Context: an optimization exercise on an open-source flow, tuned for small area and a short achievable clock period. The choices shown serve that exercise and are no tape-out recipe. RTL that was checked went through simulation tests only; none was proved equivalent to the original. No functional check of the RTL was part of run 2.

==> flow/design.v, too long to show whole: its modules and the start of the top module <==
// module fpu_add_path: 122 lines
// module fpu_fa: 4 lines
// module fpu_mult_path: 1611 lines
// module fpu_top: 244 lines
module fpu_top
(
   input  logic        Clk_CI,
   input  logic        Rst_RBI,
   input  logic        enable,
   input  logic [31:0] operand_a,
   input  logic [31:0] operand_b,
   input  logic [1:0]  op,
   output logic [31:0] result,
   output logic        valid,
   output logic        of,
   output logic        uf,
   output logic        zero,
   output logic        ix,
   output logic        iv,
   output logic        inf
);
  // ...
==> flow/flow/run.sh <==
#!/bin/bash
# The standard layout (standard.sh) with two changes in how it is made:
#  - ports are buffered with buf_2 rather than the default port buffer;
#  - timing repair aims past the clock period: repair_timing's setup margin is
#    raised so that the resizer also works on paths that already meet it.
# The constraints (constraint.sdc, the clock period) are not changed.
set -o pipefail
export BUFFER_PORTS_ARGS="-buffer_cell sky130_fd_sc_hd__buf_2"
export SETUP_SLACK_MARGIN=11
bash standard.sh > standard.log 2>&1
==> flow/standard.sh <==
#!/bin/bash
# synth_recipe.tcl (not shown) runs the flow's synth.tcl, then flattens the netlist and writes it again
# the make line also repeats each setting of config.mk as NAME=value (left out here)
make -C /OpenROAD-flow-scripts/flow DESIGN_CONFIG=/design/flow/config.mk WORK_HOME=/design/flow/orfs CLKGATE_MAP_FILE= SYNTH_SCRIPT=/design/flow/synth_recipe.tcl "${@:-finish}"
==> flow/config.mk <==
export PLATFORM = sky130hd
export DESIGN_NAME = fpu_top
export DESIGN_NICKNAME = fpu_top
export VERILOG_FILES = /design/flow/design.v
export SDC_FILE = /design/flow/constraint.sdc
export NUM_CORES = 4
export LEC_CHECK = 0
export CAP_MARGIN = 20
export CORE_MARGIN = 2
export CORE_UTILIZATION = 50
export CTS_BUF_LIST = sky130_fd_sc_hd__clkbuf_8
export CTS_CLUSTER_DIAMETER = 120
export CTS_CLUSTER_SIZE = 30
export SLEW_MARGIN = 20
export SYNTH_HIERARCHICAL = 1
==> flow/constraint.sdc <==
create_clock -name core_clock -period 18.0 [get_ports {Clk_CI}]
set_input_delay 3.6000 -clock core_clock [delete_from_list [all_inputs] [get_ports {Clk_CI}]]
set_output_delay 3.6000 -clock core_clock [all_outputs]
set_load 0.01 [all_outputs]
==> impl_metrics.toml, run 1 <==
[cts]
cts-root-buf = "clkbuf_8"
cts_setup_buffers = 8
cts.repair.resized = 59
clock_latency_ps = 520
cts_buffers = 17

[finish]
drive_above_1_share_pct = 14.1
largest-register = "t2"
seq_cells = 117
final_common_cell = "nand2_1"
multi_input_area_share_pct = 79.3

[worst_setup_path]
worst-path-buf-inv = 5
end_kind = "register"

[status]
run_status = "no timing/DRC/antenna violations"

[detailed_routing]
vias_per_cell = 6.37
drt_pass1_iterations = 8
wl_met2_um = 53100
dr.first_iter.drc_count = 2644

[place]
place_ws_ps = 9820
dp_cells = 4343
io_buffers = 107
gp_congestion = 0.987

[synth]
async_reset_ff_share_pct = 1.71
yosys_warnings = 14
synthTopCellsByArea = "fa_1 32%, ha_1 8.8%, nand2_1 7.8%, dfxtp_1 7.5%, mux2i_1 3.8%"
synth-compound-area-share_pct = 14.4
syn_nets = 4376

[global_route]
met2_usage_pct = 58.3
first_global_vias = 29043
grt.overflow.total = 0

[floorplanning]
die-width_um = 253
ioPinCount = 108
core_mm2 = 0.0614

[hold_path]
min_path_cells = 0
holdCritStartpoint = "v1"

[sta]
slew_viol_final = 0
slew_headroom_pct = 23.9
==> module fpu_top, before the edit <==
module fpu_top
(
   input  logic        Clk_CI,
   input  logic        Rst_RBI,
   input  logic        enable,
   input  logic [31:0] operand_a,
   input  logic [31:0] operand_b,
   input  logic [1:0]  op,
   output logic [31:0] result,
   output logic        valid,
   output logic        of,
   output logic        uf,
   output logic        zero,
   output logic        ix,
   output logic        iv,
   output logic        inf
);
   localparam logic [1:0] SP_NONE = 2'd0;
   localparam logic [1:0] SP_ZERO = 2'd1;
   localparam logic [1:0] SP_INF  = 2'd2;
   localparam logic [1:0] SP_NAN  = 2'd3;
   logic        sa, sb, is_mul, is_sub, sbe;
   logic [7:0]  ea, eb;
   logic [22:0] fa, fb;
   logic        za, zb, maxa, maxb, nana, nanb, infa, infb;
   logic        a_big, eq_mag, ssm_d;
   logic [8:0]  dab, dba;
   logic [7:0]  dexp;
   logic [4:0]  shamt_d;
   logic [1:0]  sp_d;
   logic        sign_d;
   logic [9:0]  exp_d;
   logic [22:0] mb_d, ms_d;
   logic        hs_d;
   assign sa = operand_a[31];
   assign sb = operand_b[31];
   assign ea = operand_a[30:23];
   assign eb = operand_b[30:23];
   assign fa = operand_a[22:0];
   assign fb = operand_b[22:0];
   assign is_mul = op == 2'd2;
   assign is_sub = op == 2'd1;
   assign sbe    = sb ^ is_sub;
   assign za   = ea == 8'd0;
   assign zb   = eb == 8'd0;
   assign maxa = &ea;
   assign maxb = &eb;
   assign nana = maxa & (|fa);
   assign nanb = maxb & (|fb);
   assign infa = maxa & ~(|fa);
   assign infb = maxb & ~(|fb);
   assign eq_mag = {ea, fa} == {eb, fb};
   assign dab    = {1'b0, ea} - {1'b0, eb};
   assign dba    = {1'b0, eb} - {1'b0, ea};
   assign a_big  = ~dab[8];
   assign dexp   = dab[8] ? dba[7:0] : dab[7:0];
   assign ssm_d  = a_big ? sbe : sa;
   assign shamt_d = (|dexp[7:5]) ? 5'd31 : dexp[4:0];
   always_comb
   begin
      sp_d   = SP_NONE;
      sign_d = is_mul ? (sa ^ sb) : (a_big ? sa : sbe);
      if (nana | nanb | (is_mul ? ((infa & zb) | (za & infb)) : (infa & infb & (sa ^ sbe))))
         sp_d = SP_NAN;
      else if (infa | infb)
      begin
         sp_d = SP_INF;
         if (!is_mul)
            sign_d = infa ? sa : sbe;
      end
      else if (is_mul ? (za | zb) : ((za & zb) | ((sa ^ sbe) & eq_mag)))
      begin
         sp_d = SP_ZERO;
         if (!is_mul)
            sign_d = 1'b0;
      end
   end
   assign exp_d = is_mul ? ({2'b00, ea} + {2'b00, eb} - 10'd127) : {2'b00, (a_big ? ea : eb)};
   assign mb_d  = a_big ? fa : fb;
   assign ms_d  = a_big ? (zb ? 23'd0 : fb) : (za ? 23'd0 : fa);
   assign hs_d  = a_big ? ~zb : ~za;
   logic        v1;
   logic        mul1, sub1, near1, sign1, ssm1, hs1;
   logic [1:0]  sp1;
   logic [9:0]  exp1;
   logic [4:0]  shamt1;
   logic [22:0] mb1, ms1;
   always_ff @(posedge Clk_CI, negedge Rst_RBI)
   begin
      if (~Rst_RBI)
         v1 <= 1'b0;
      else
         v1 <= enable;
   end
   always_ff @(posedge Clk_CI)
   begin
      mul1   <= is_mul;
      sub1   <= sa ^ sbe;
      near1  <= (sa ^ sbe) & (dexp[7:1] == 7'd0);
      sign1  <= sign_d;
      ssm1   <= ssm_d;
      sp1    <= sp_d;
      exp1   <= exp_d;
      shamt1 <= shamt_d;
      mb1    <= mb_d;
      ms1    <= ms_d;
      hs1    <= hs_d;
   end
   logic [47:0] prod;
   logic [25:0] add_t;
   logic        add_stk;
   logic [25:0] t_d;
   logic        prod_ones;
   fpu_mult_path mult_path0
   (
      .a        (mb1),
      .b        (ms1),
      .p        (prod),
      .ones_mid (prod_ones)
   );
   logic [7:0]  add_e0;
   logic        add_swapped;
   logic        add_g255, add_g254, add_g253, add_l0, add_lm1, add_lm2;
   fpu_add_path add_path0
   (
      .mant_big   (mb1),
      .mant_small ({hs1, ms1}),
      .shamt      (shamt1),
      .sub        (sub1),
      .near       (near1),
      .swapped    (add_swapped),
      .exp_big    (exp1[7:0]),
      .t          (add_t),
      .stk        (add_stk),
      .e0         (add_e0),
      .g255       (add_g255),
      .g254       (add_g254),
      .g253       (add_g253),
      .l0         (add_l0),
      .lm1        (add_lm1),
      .lm2        (add_lm2)
   );
   assign t_d = mul1 ? prod[47:22] : add_t;
   function automatic logic [3:0] round_info(input logic [25:0] t, input logic stk,
                                             input logic ones_mid);
      logic hi, rnd, inx, ones;
      hi   = t[25];
      rnd  = hi ? (t[1] & (stk | t[0] | t[2])) : (t[0] & (stk | t[1]));
      inx  = stk | t[0] | (hi & t[1]);
      ones = ones_mid & (hi ? t[24] : t[1]);
      round_info = {hi, rnd, inx, rnd & ones};
   endfunction
   logic [3:0]  ri_mul, ri_add;
   logic        hi, rnd_d, inx_d, c_d;
   assign ri_mul = round_info(prod[47:22], |prod[21:0], prod_ones);
   assign ri_add = round_info(add_t, add_stk, &add_t[23:2]);
   assign {hi, rnd_d, inx_d, c_d} = mul1 ? ri_mul : ri_add;
   logic [7:0]  ex_d;
   logic        g255_d, g254_d, g253_d, l0_d, lm1_d, lm2_d;
   assign ex_d   = mul1 ? exp1[7:0] : add_e0;
   assign g255_d = mul1 ? ($signed(exp1) >= $signed(10'd255)) : add_g255;
   assign g254_d = mul1 ? ($signed(exp1) >= $signed(10'd254)) : add_g254;
   assign g253_d = mul1 ? ($signed(exp1) >= $signed(10'd253)) : add_g253;
   assign l0_d   = mul1 ? ($signed(exp1) <= $signed(10'd0)) : add_l0;
   assign lm1_d  = mul1 ? ($signed(exp1) <= $signed(-10'sd1)) : add_lm1;
   assign lm2_d  = mul1 ? ($signed(exp1) <= $signed(-10'sd2)) : add_lm2;
   logic        v2;
   logic        sign2, hi2, rl2, rh2, c2, inx2;
   logic [2:0]  nrm2, ff2;
   logic [1:0]  sp2;
   logic [7:0]  ex2;
   logic [23:0] t2;
   always_ff @(posedge Clk_CI, negedge Rst_RBI)
   begin
      if (~Rst_RBI)
         v2 <= 1'b0;
      else
         v2 <= v1;
   end
   always_ff @(posedge Clk_CI)
   begin
      sign2 <= (~mul1 & (sp1 == SP_NONE) & add_swapped) ? ssm1 : sign1;
      sp2   <= sp1;
      ex2   <= ex_d;
      hi2   <= hi;
      t2    <= t_d[24:1];
      rl2   <= rnd_d & ~hi;
      rh2   <= rnd_d & hi;
      c2    <= c_d;
      inx2  <= inx_d;
      nrm2  <= {3{sp1 == SP_NONE}} & ~{g253_d, g254_d, g255_d} & ~{lm2_d, lm1_d, l0_d};
      ff2   <= {3{(sp1 == SP_NAN) | (sp1 == SP_INF)}} | ({3{sp1 == SP_NONE}} & {g253_d, g254_d, g255_d});
   end
   logic        q;
   logic [23:0] cy;
   logic [23:0] inc;
   logic [22:0] mr;
   logic [7:0]  ef;
   assign q = rh2 | (rl2 & t2[0]);
   logic [23:0] pa [6];
   always_comb
   begin
      pa[0] = {t2[22:1], q, 1'b1};
      for (int l = 0; l < 5; l++)
         for (int i = 0; i < 24; i++)
            pa[l+1][i] = ((i >> l) & 1) ? pa[l][i] & pa[l][((i >> l) << l) - 1] : pa[l][i];
      cy = {pa[5][23:1], rl2};
   end
   assign inc = t2 ^ cy;
   assign mr  = hi2 ? inc[23:1] : inc[22:0];
   logic [7:0] ea1;
   logic [6:0] ea2;
   logic [7:0] pe1 [4];
   logic [6:0] pe2 [4];
   always_comb
   begin
      pe1[0] = {ex2[6:0], 1'b1};
      pe2[0] = {ex2[6:1], 1'b1};
      for (int l = 0; l < 3; l++)
      begin
         for (int i = 0; i < 8; i++)
            pe1[l+1][i] = ((i >> l) & 1) ? pe1[l][i] & pe1[l][((i >> l) << l) - 1] : pe1[l][i];
         for (int i = 0; i < 7; i++)
            pe2[l+1][i] = ((i >> l) & 1) ? pe2[l][i] & pe2[l][((i >> l) << l) - 1] : pe2[l][i];
      end
      ea1 = ex2 ^ pe1[3];
      ea2 = ex2[7:1] ^ pe2[3];
   end
   assign ef = (hi2 & c2) ? {ea2, ex2[0]} : (hi2 | c2) ? ea1 : ex2;
   logic nrm, ff, none2;
   assign nrm   = (hi2 & c2) ? nrm2[2] : (hi2 | c2) ? nrm2[1] : nrm2[0];
   assign ff    = (hi2 & c2) ? ff2[2] : (hi2 | c2) ? ff2[1] : ff2[0];
   assign none2 = sp2 == SP_NONE;
   assign result = {sign2 & (sp2 != SP_NAN),
                    {8{ff}} | ({8{nrm}} & ef),
                    (sp2 == SP_NAN), {22{nrm}} & mr[21:0]} | {9'd0, nrm & mr[22], 22'd0};
   assign iv     = sp2 == SP_NAN;
   assign inf    = ff & (sp2 != SP_NAN);
   assign of     = ff & none2;
   assign uf     = none2 & ~nrm & ~ff;
   assign zero   = (sp2 == SP_ZERO) | uf;
   assign ix     = none2 & (inx2 | ~nrm);
   assign valid = v2;
endmodule
==> inputs of run 2 (changes only) <==
--- a/flow/design.v
+++ b/flow/design.v
@@ -1909,20 +1909,20 @@
       .lm2        (add_lm2)
    );
    assign t_d = mul1 ? prod[47:22] : add_t;
-   function automatic logic [3:0] round_info(input logic [25:0] t, input logic stk,
+   function automatic logic [5:0] round_info(input logic [25:0] t, input logic stk,
                                              input logic ones_mid);
-      logic hi, rnd, inx, ones;
-      hi   = t[25];
-      rnd  = hi ? (t[1] & (stk | t[0] | t[2])) : (t[0] & (stk | t[1]));
-      inx  = stk | t[0] | (hi & t[1]);
-      ones = ones_mid & (hi ? t[24] : t[1]);
-      round_info = {hi, rnd, inx, rnd & ones};
+      logic rnd_h, rnd_l;
+      rnd_h = t[1] & (stk | t[0] | t[2]);
+      rnd_l = t[0] & (stk | t[1]);
+      round_info = {rnd_h, rnd_l, stk | t[0] | t[1], stk | t[0],
+                    rnd_h & ones_mid & t[24], rnd_l & ones_mid & t[1]};
    endfunction
-   logic [3:0]  ri_mul, ri_add;
-   logic        hi, rnd_d, inx_d, c_d;
+   logic [5:0]  ri_mul, ri_add, ri_d;
+   logic        hi;
    assign ri_mul = round_info(prod[47:22], |prod[21:0], prod_ones);
    assign ri_add = round_info(add_t, add_stk, &add_t[23:2]);
-   assign {hi, rnd_d, inx_d, c_d} = mul1 ? ri_mul : ri_add;
+   assign ri_d   = mul1 ? ri_mul : ri_add;
+   assign hi     = mul1 ? prod[47] : add_t[25];
    logic [7:0]  ex_d;
    logic        g255_d, g254_d, g253_d, l0_d, lm1_d, lm2_d;
    assign ex_d   = mul1 ? exp1[7:0] : add_e0;
@@ -1933,7 +1933,8 @@
    assign lm1_d  = mul1 ? ($signed(exp1) <= $signed(-10'sd1)) : add_lm1;
    assign lm2_d  = mul1 ? ($signed(exp1) <= $signed(-10'sd2)) : add_lm2;
    logic        v2;
-   logic        sign2, hi2, rl2, rh2, c2, inx2;
+   logic        sign2, hi2;
+   logic [5:0]  ri2;
    logic [2:0]  nrm2, ff2;
    logic [1:0]  sp2;
    logic [7:0]  ex2;
@@ -1952,18 +1953,20 @@
       ex2   <= ex_d;
       hi2   <= hi;
       t2    <= t_d[24:1];
-      rl2   <= rnd_d & ~hi;
-      rh2   <= rnd_d & hi;
-      c2    <= c_d;
-      inx2  <= inx_d;
+      ri2   <= ri_d;
       nrm2  <= {3{sp1 == SP_NONE}} & ~{g253_d, g254_d, g255_d} & ~{lm2_d, lm1_d, l0_d};
       ff2   <= {3{(sp1 == SP_NAN) | (sp1 == SP_INF)}} | ({3{sp1 == SP_NONE}} & {g253_d, g254_d, g255_d});
    end
+   logic        rh2, rl2, inx2, c2;
    logic        q;
    logic [23:0] cy;
    logic [23:0] inc;
    logic [22:0] mr;
    logic [7:0]  ef;
+   assign rh2  = hi2 & ri2[5];
+   assign rl2  = ~hi2 & ri2[4];
+   assign inx2 = hi2 ? ri2[3] : ri2[2];
+   assign c2   = hi2 ? ri2[1] : ri2[0];
    assign q = rh2 | (rl2 & t2[0]);
    logic [23:0] pa [6];
    always_comb
--- a/flow/config.mk
+++ b/flow/config.mk
@@ -8,8 +8,5 @@
 export CAP_MARGIN = 20
 export CORE_MARGIN = 2
 export CORE_UTILIZATION = 50
-export CTS_BUF_LIST = sky130_fd_sc_hd__clkbuf_8
-export CTS_CLUSTER_DIAMETER = 120
-export CTS_CLUSTER_SIZE = 30
 export SLEW_MARGIN = 20
 export SYNTH_HIERARCHICAL = 1
==> run 2 against run 1 <==
Net effect:
- routed wire length down 1.0%
- still clean on timing, DRC and antenna
- sequential share of layout area down 0.080 points
- final cell count up 1.9%
- global-route usage down 0.33 points
- via count up 1.4%
- hold slack better by 0.66 ps
- clock-buffer cell count up 4
- cell area up 1.8%
- setup slack worse by 76 ps
==> impl_metrics.toml, run 2 <==
[sta]
setup_tns_ps = 0
finalCritPeriodShare_pct = 38.5
slew_headroom_pct = 31.3
hold_ws_ps = 355
slew_viol_final = 0
rsz0062_at_grt = "true"
finalSetupViolCount = 0
finalHoldViolations = 0
clock_skew_ps = 9.85
fmaxAchievable_mhz = 144
period_needed_ps = 6930
worst_pin_slew_ps = 1020

[floorplanning]
die-width_um = 253
dieArea_mm2 = 0.0642
core_mm2 = 0.0616
ioPinCount = 108
rows = 91
die_h_um = 253
start_util_pct = 50.5

[hold_path]
min_path_cells = 0
hp-class = "register to register"

[detailed_routing]
dr.first_iter.drc_count = 3226
met3WireLength_um = 12900
drt_pass1_iterations = 9
vias = 28656
vias_per_cell = 6.34
totalWireLength_um = 120000
wl_per_cell_um = 26.5
drc = 0
ant_nets = 0
wl_met2_um = 53300
drt-met1-wl_um = 48600
highest_layer = "met5"

[synth]
synthTopCellsByArea = "fa_1 32%, ha_1 8.7%, nand2_1 7.7%, dfxtp_1 7.5%, mux2i_1 3.7%"
yosysMostFrequentCell = "nand2_1"
async_reset_ff_share_pct = 1.68
synth_cells = 3619
yosys.cell_types.count = 111
yosys_warnings = 14
synth-edff-count = 0
synth_area_per_cell_um2 = 8.59
yosysTopAreaCellShare_pct = 31.7
syn_nets = 4397
synth_ff_type = "dfxtp_1"
synth_area_mm2 = 0.0311
yosysSeqAreaShare_pct = 7.69
ys_top_cells_by_count = "641 x nand2_1, 493 x fa_1, 269 x inv_1"
synth_seq_cells = 119
yosysTopAreaCell = "fa_1"

[worst_setup_path]
crit_fanout = 28
crit_family = "adder cells"
critPathKind = "register to register"
worst-path-buf-inv = 4
path_cells = "buf_12 -> nand2_1 -> fa_1 -> fa_1 -> fa_1 -> fa_1 -> fa_1 -> fa_1 -> fa_2 -> inv_1 -> ha_4 -> nand4_1 -> or2_4 -> a2111oi_4 -> buf_12 -> buf_4 -> nor2_2 -> o31ai_4 -> a41oi_1 -> xor2_1 -> mux2_2"
end_kind = "register"
cp-start-kind = "register"
worstRegToRegCells = 21
crit_required_ps = 18340
cp.arrival_ps = 7270
slowest_stage = "fa_2"
cp_common_cell = "fa_1"
cp.depth = 21
cpPeakStageDelay_ps = 680

[finish]
syn2layout_area_growth_pct = 11.5
mostFrequentLayoutCells = "641 x nand2_1, 488 x fa_1, 259 x inv_1"
fillCellCount = 5608
largest_register_ffs = 24
multi_input_area_mm2 = 0.0273
drive_above_1_share_pct = 14.8
nets = 4446
final-seq-area_mm2 = 0.00243
top_regs = "t2 (24), mb1 (23), ms1 (23)"
largest-register = "t2"
final_common_cell = "nand2_1"

[cts]
cts-root-buf = "clkbuf_16"
clk_pin_slew_ps = 60
cts_buffers = 17
cts_hold_buf = 0
cts_tree = "yes"
clock_latency_ps = 460
clockBufferDepth = 2
h-tree-depth = 4
cts.sink_count = 119

[place]
gp_congestion = 0.978
dpl.hpwl_um = 88700
io_buffers = 107

[global_route]
first_global_vias = 28771
grt_antenna_before_repair = 7
grt_pass1_wl_um = 175000
grt.overflow.total = 0
grt_use_total_pct = 36.6
grt_max_degree = 46

[status]
run_status = "no timing/DRC/antenna violations"

[job]
max-cap-violations = 0
-- run 2: per-layer routing --
metal,global-route usage [%],vias to the layer above
li1,-,12354
met1,49.5,14266
met2,56.4,1679
met3,8.29,355
met4,15.2,2
met5,0,-
-- run 2: logic make-up (layout without fill, tap and decap cells) --
group,after synthesis,count (layout),synth area share (%)
buffers and inverters,487,547,6.26
and+or+nand+nor,1243,1243,18.0
DFF,119,119,7.69
AOI/OAI and AO/OA,666,667,14.7
other,1,7,0.0121
adders and majority gates,712,712,40.5
xor gates and xnor gates,186,186,5.36
muxes,205,205,7.42
-- run 2: timing repair --
| action | in CTS | in global routing |
|---|---|---|
| pin swaps | 8 | 21 |
| endpoints found under the hold margin | 0 | 0 |
| gates cloned | 1 | 11 |
| setup endpoints to repair | 43 | 33 |
| resized for setup | 104 | 161 |
| setup buffers | 17 | 40 |
-- run 2: final timing paths --
kind / to / slack, ps / from
worst max register to register: t2[16] / 11070 / ms1[17]
worst min-delay path: v2 / 350 / v1
worst max-delay path: t2[16] / 11070 / ms1[17]
worst min register to register: v2 / 350 / v1
min in group asynchronous: v2 / 2910 / Rst_RBI
max in group asynchronous: v1 / 14990 / Rst_RBI
-- run 2: modules after synthesis, one instance, submodules excluded --
module,flip-flops and latches,cells inside
fpu_mult_path,0,1082
fpu_top,119,788
fpu_fa,0,1
fpu_add_path,0,1266
-- run 2: layout make-up --
| class | count | area share [%] |
|---|---|---|
| Inverter | 278 | 3.15 |
| Antenna cell | 6 | 0.0433 |
| Multi-Input combinational cell | 3014 | 78.8 |
| Clock inverter | 10 | 0.350 |
| Tap cell | 837 | 3.02 |
| Timing Repair Buffer | 238 | 6.27 |
| Clock buffer | 21 | 1.33 |
| Sequential cell | 119 | 7.02 |
-- run 2: through the flow --
stage               util, %  setup WS [ps]  cells  area, µm²
floorplan                 -          11240   3619      31100
global placement       52.4           9700   4417      32300
detailed placement     52.4           9550   4417      32300
CTS                    54.3          10960   4466      33500
global route           56.3          10850   4523      34700
finish                 56.3          11070   4523      34700

re-timing with driven ports:
The flow's constraints put no driver on any port. The routed layouts listed below were extracted and timed again, unchanged, in two steps. Step 1: set_driving_cell puts a clkbuf_16 on Clk_CI and a buf_2 on each other input, an assumption about the parent block. Step 2 adds t to the input delays and takes it off the output delays; t is the mean of the earliest and latest rising clock arrival at the registers after step 1. Input paths then give back, and output paths get back, about the clock's delay inside the block. a / b / c = no drivers / after step 1 / after step 2; a / b = the first two.
run	t (ns)	slack for setup (ns)	worst setup path at the end	worst register clock-pin slew, ns	cell pins on the clock port's net
run 1	0.568	11.147 / 11.147 / 11.057	input to register	0.10 / 0.10	1
run 2	0.511	11.071 / 11.071 / 11.071	register to register	0.06 / 0.06	1
After both steps every run listed still meets setup and hold. For run 1, which loses most, drivers alone change the setup slack by 0.000 ns; drivers and shift together by -0.090 ns.
